Background: an optimization exercise with open tools, aiming at small area, a short achievable clock period and few clock cycles per item. Do not read the settings as production practice. Power is estimated from default activity; no workload was simulated.

## the reference run
==> module sbox_ddt_row_scanner, before the edit <==
module sbox_ddt_row_scanner #(
  parameter int WIDTH = 6,
  parameter int CW    = WIDTH + 1
) (
  input  logic             clk,
  input  logic             rst,
  input  logic             start,
  input  logic [WIDTH-1:0] delta,
  output logic             busy,
  output logic             done,
  output logic [WIDTH-1:0] sbox_x0,
  output logic [WIDTH-1:0] sbox_x1,
  input  logic [WIDTH-1:0] sbox_y0,
  input  logic [WIDTH-1:0] sbox_y1,
  output logic [CW-1:0]    max_count,
  output logic [WIDTH-1:0] max_diff,
  input  logic [WIDTH-1:0] rd_addr,
  output logic [CW-1:0]    rd_count
);
  localparam int ENTRIES = 1 << WIDTH;
  localparam int NW      = WIDTH - 1;         
  localparam int NSLOT   = 8;                 
  localparam int HW      = CW - 4;            
  logic             busy_q;
  logic             done_q;
  logic             act_q;                    
  logic [NW-1:0]    n_q;                      
  logic [WIDTH-1:0] delta_q;
  logic [WIDTH-1:0] d_q;                      
  logic [1:0]       lo_q   [ENTRIES];
  logic [WIDTH-1:0] sidx_q [NSLOT];
  logic [HW-1:0]    shi_q  [NSLOT];
  logic [2:0]       ptr_q;                    
  logic             full_q;                   
  logic [NW-1:0]    best_q;                   
  logic [WIDTH-1:0] best_idx_q;
  logic             accept;
  logic [WIDTH-1:0] key;
  logic [1:0]       lo_rd;
  logic [NSLOT-1:0] hit;
  logic [HW-1:0]    hi_rd;
  logic             hi_any;
  logic [NW-1:0]    seen;
  logic             upd;
  logic             wrap;
  logic [HW-1:0]    hi_inc;
  logic [WIDTH-1:0] low;
  logic [WIDTH-1:0] below;
  logic [WIDTH-1:0] above;
  logic [WIDTH-1:0] x0;
  always_comb begin
    accept = start & ~busy_q;
    key    = act_q ? d_q : rd_addr;
    lo_rd  = lo_q[key];
    hi_rd  = '0;
    for (int k = 0; k < NSLOT; k++) begin
      hit[k] = (sidx_q[k] == key);
      hi_rd  = hi_rd | (shi_q[k] & {HW{hit[k]}});
    end
    hi_any = |hi_rd;
    hi_inc = hi_rd + 1'b1;
    seen   = {hi_rd, lo_rd};
    wrap   = act_q & (&lo_rd);
    upd    = (seen > best_q) | ((seen == best_q) & (d_q < best_idx_q));
    low    = delta_q & (~delta_q + 1'b1);
    below  = low - 1'b1;
    above  = ~(below | low);
    x0     = (below & {1'b0, n_q}) | (above & {n_q, 1'b0});
  end
  always_ff @(posedge clk or posedge rst) begin
    if (rst) begin
      busy_q <= 1'b0;
      done_q <= 1'b0;
      act_q  <= 1'b0;
      n_q    <= '0;
    end else begin
      done_q <= act_q & ~(|n_q);
      if (accept) begin
        busy_q <= 1'b1;
        act_q  <= 1'b1;
        n_q    <= 1;
      end else begin
        if (done_q) busy_q <= 1'b0;
        if (~(|n_q)) act_q <= 1'b0;
        if (|n_q) n_q <= n_q + 1'b1;
      end
    end
  end
  always_ff @(posedge clk) begin
    d_q <= sbox_y0 ^ sbox_y1;
    if (accept) begin
      delta_q    <= delta;
      best_q     <= '0;
      best_idx_q <= '1;
      ptr_q      <= '0;
      full_q     <= 1'b0;
      for (int i = 0; i < ENTRIES; i++) lo_q[i] <= '0;
      for (int k = 0; k < NSLOT; k++) shi_q[k] <= '0;
    end else if (act_q) begin
      if (upd) begin
        best_q     <= seen;
        best_idx_q <= d_q;
      end
      lo_q[d_q] <= lo_rd + 1'b1;
      if (wrap) begin
        if (!hi_any) ptr_q <= ptr_q + 1'b1;
        if (&hi_rd) full_q <= 1'b1;
        for (int k = 0; k < NSLOT; k++)
          if (hit[k] | (~hi_any & (ptr_q == 3'(k)))) begin
            sidx_q[k] <= d_q;
            shi_q[k]  <= hi_inc;
          end
      end
    end
  end
  assign busy      = busy_q;
  assign done      = done_q;
  assign sbox_x0   = x0;
  assign sbox_x1   = x0 ^ (busy_q ? delta_q : delta);
  assign max_count = {{1'b0, best_q} + 1'b1, 1'b0};
  assign max_diff  = best_idx_q;
  assign rd_count  = {full_q & (sidx_q[0] == key), hi_rd, lo_rd, 1'b0};
endmodule
Settings: LEC_CHECK=0, ABC_AREA=1, CAP_MARGIN=20, CORE_MARGIN=2, CORE_UTILIZATION=40, SETUP_SLACK_MARGIN=1.2, SLEW_MARGIN=20; clock period 5.0 ns.
run.sh (not shown) runs the stock make flow with config.mk's settings and CLKGATE_MAP_FILE= SYNTH_SCRIPT=/design/flow/synth_recipe.tcl, a recipe that flattens the netlist after the stock synthesis.
Relative to the reference run, the following input files were edited for the trial run:
--- a/flow/design.v
+++ b/flow/design.v
@@ -21,9 +21,10 @@
   localparam int NW      = WIDTH - 1;         
   localparam int NSLOT   = 8;                 
-  localparam int HW      = CW - 4;            
+  localparam int HW      = CW - 3;            
   logic             busy_q;
   logic             done_q;
   logic             act_q;                    
-  logic [NW-1:0]    n_q;                      
+  logic [WIDTH-1:0] x0_q;                     
+  logic [WIDTH-1:0] x1_q;                     
   logic [WIDTH-1:0] delta_q;
   logic [WIDTH-1:0] d_q;                      
@@ -32,5 +33,4 @@
   logic [HW-1:0]    shi_q  [NSLOT];
   logic [2:0]       ptr_q;                    
-  logic             full_q;                   
   logic [NW-1:0]    best_q;                   
   logic [WIDTH-1:0] best_idx_q;
@@ -45,8 +45,9 @@
   logic             wrap;
   logic [HW-1:0]    hi_inc;
+  logic [WIDTH-1:0] low_in;
   logic [WIDTH-1:0] low;
-  logic [WIDTH-1:0] below;
-  logic [WIDTH-1:0] above;
-  logic [WIDTH-1:0] x0;
+  logic [WIDTH-1:0] x0_first;
+  logic [WIDTH-1:0] x0_next;
+  logic             x0_last;
   always_comb begin
     accept = start & ~busy_q;
@@ -55,16 +56,17 @@
     hi_rd  = '0;
     for (int k = 0; k < NSLOT; k++) begin
-      hit[k] = (sidx_q[k] == key);
+      hit[k] = (sidx_q[k] == key) & (|shi_q[k]);
       hi_rd  = hi_rd | (shi_q[k] & {HW{hit[k]}});
     end
-    hi_any = |hi_rd;
+    hi_any = |hit;
     hi_inc = hi_rd + 1'b1;
-    seen   = {hi_rd, lo_rd};
+    seen   = {hi_rd[2:0], lo_rd};
     wrap   = act_q & (&lo_rd);
     upd    = (seen > best_q) | ((seen == best_q) & (d_q < best_idx_q));
-    low    = delta_q & (~delta_q + 1'b1);
-    below  = low - 1'b1;
-    above  = ~(below | low);
-    x0     = (below & {1'b0, n_q}) | (above & {n_q, 1'b0});
+    low_in   = (delta & (~delta + 1'b1)) | {~(|delta), {(WIDTH-1){1'b0}}};
+    low      = (delta_q & (~delta_q + 1'b1)) | {~(|delta_q), {(WIDTH-1){1'b0}}};
+    x0_first = (low_in + 1'b1) & ~low_in;
+    x0_next  = ((x0_q | low) + 1'b1) & ~low;
+    x0_last  = &(x0_q | low);
   end
   always_ff @(posedge clk or posedge rst) begin
@@ -73,15 +75,15 @@
       done_q <= 1'b0;
       act_q  <= 1'b0;
-      n_q    <= '0;
+      x0_q   <= '0;
     end else begin
-      done_q <= act_q & ~(|n_q);
+      done_q <= act_q & ~(|x0_q);
       if (accept) begin
         busy_q <= 1'b1;
         act_q  <= 1'b1;
-        n_q    <= 1;
+        x0_q   <= x0_first;
       end else begin
         if (done_q) busy_q <= 1'b0;
-        if (~(|n_q)) act_q <= 1'b0;
-        if (|n_q) n_q <= n_q + 1'b1;
+        if (~(|x0_q)) act_q <= 1'b0;
+        if (|x0_q) x0_q <= x0_last ? '0 : x0_next;
       end
     end
@@ -89,4 +91,5 @@
   always_ff @(posedge clk) begin
     d_q <= sbox_y0 ^ sbox_y1;
+    x1_q <= accept ? (x0_first ^ delta) : (x0_next ^ delta_q);
     if (accept) begin
       delta_q    <= delta;
@@ -94,5 +97,4 @@
       best_idx_q <= '1;
       ptr_q      <= '0;
-      full_q     <= 1'b0;
       for (int i = 0; i < ENTRIES; i++) lo_q[i] <= '0;
       for (int k = 0; k < NSLOT; k++) shi_q[k] <= '0;
@@ -105,5 +107,4 @@
       if (wrap) begin
         if (!hi_any) ptr_q <= ptr_q + 1'b1;
-        if (&hi_rd) full_q <= 1'b1;
         for (int k = 0; k < NSLOT; k++)
           if (hit[k] | (~hi_any & (ptr_q == 3'(k)))) begin
@@ -116,8 +117,8 @@
   assign busy      = busy_q;
   assign done      = done_q;
-  assign sbox_x0   = x0;
-  assign sbox_x1   = x0 ^ (busy_q ? delta_q : delta);
+  assign sbox_x0   = x0_q;
+  assign sbox_x1   = busy_q ? x1_q : delta;
   assign max_count = {{1'b0, best_q} + 1'b1, 1'b0};
   assign max_diff  = best_idx_q;
-  assign rd_count  = {full_q & (sidx_q[0] == key), hi_rd, lo_rd, 1'b0};
+  assign rd_count  = {hi_rd, lo_rd, 1'b0};
 endmodule
[summary]
- Per the final summary, the trial run finished and its layout is clean on timing, DRC and antenna.
- Number of signal-net buffers in the layout, the reference run and the trial run: larger value in the trial run
- Compared with the reference run, in the trial run part of the power in registers decreased by 3.4 points relative to the old numbers, number of buffers and inverters on the critical path now larger.
- Global routing usage summed across all routing layers ends up lower on the reference run.
- | final wirelength | the trial run vs the reference run | 14% higher |
- Cmp the reference run and the trial run / mean area per synthesized cell / lower: the trial run
- Comparing the two runs side by side, the trial run comes out behind the reference run on core area.
- The trial run ends up with a number of logic stages on the critical path including buffering that is 2 higher than in the reference run.
No functional check of the RTL was part of any run of this note.

## what the ideal ports hide
The results above use ideal ports. As a check the final layouts listed here were re-extracted and re-timed, cells and wires unchanged. Step 1 sets driving cells, clkbuf_16 on the clock port and buf_2 on the other inputs (assumed; they add their load-dependent delay and slew). Step 2 adds t to the input delays and takes it off the output delays; t is the mean of the earliest and latest rising clock arrival at the registers after step 1. Input paths then give back, and output paths get back, about the clock's delay inside the block. a / b / c = ideal / step 1 / step 2; a / b = the first two.
| run | shift t [ns] | setup slack, ns | clock arrival spread, ns | worst register clock-pin slew, ns | worst data-port slew with drivers (ns) |
|---|---|---|---|---|---|
| the reference run | 0.587 | 1.262 / 1.220 / 0.773 | 0.027 / 0.028 | 0.06 / 0.06 | 0.04 |
| the trial run | 0.609 | 1.246 / 1.199 / 0.790 | 0.029 / 0.029 | 0.07 / 0.07 | 0.04 |
After both steps setup and hold are still met in every run listed. The setup slack of the reference run, which loses most, moves by -0.042 ns with the drivers and by -0.489 ns with both steps.
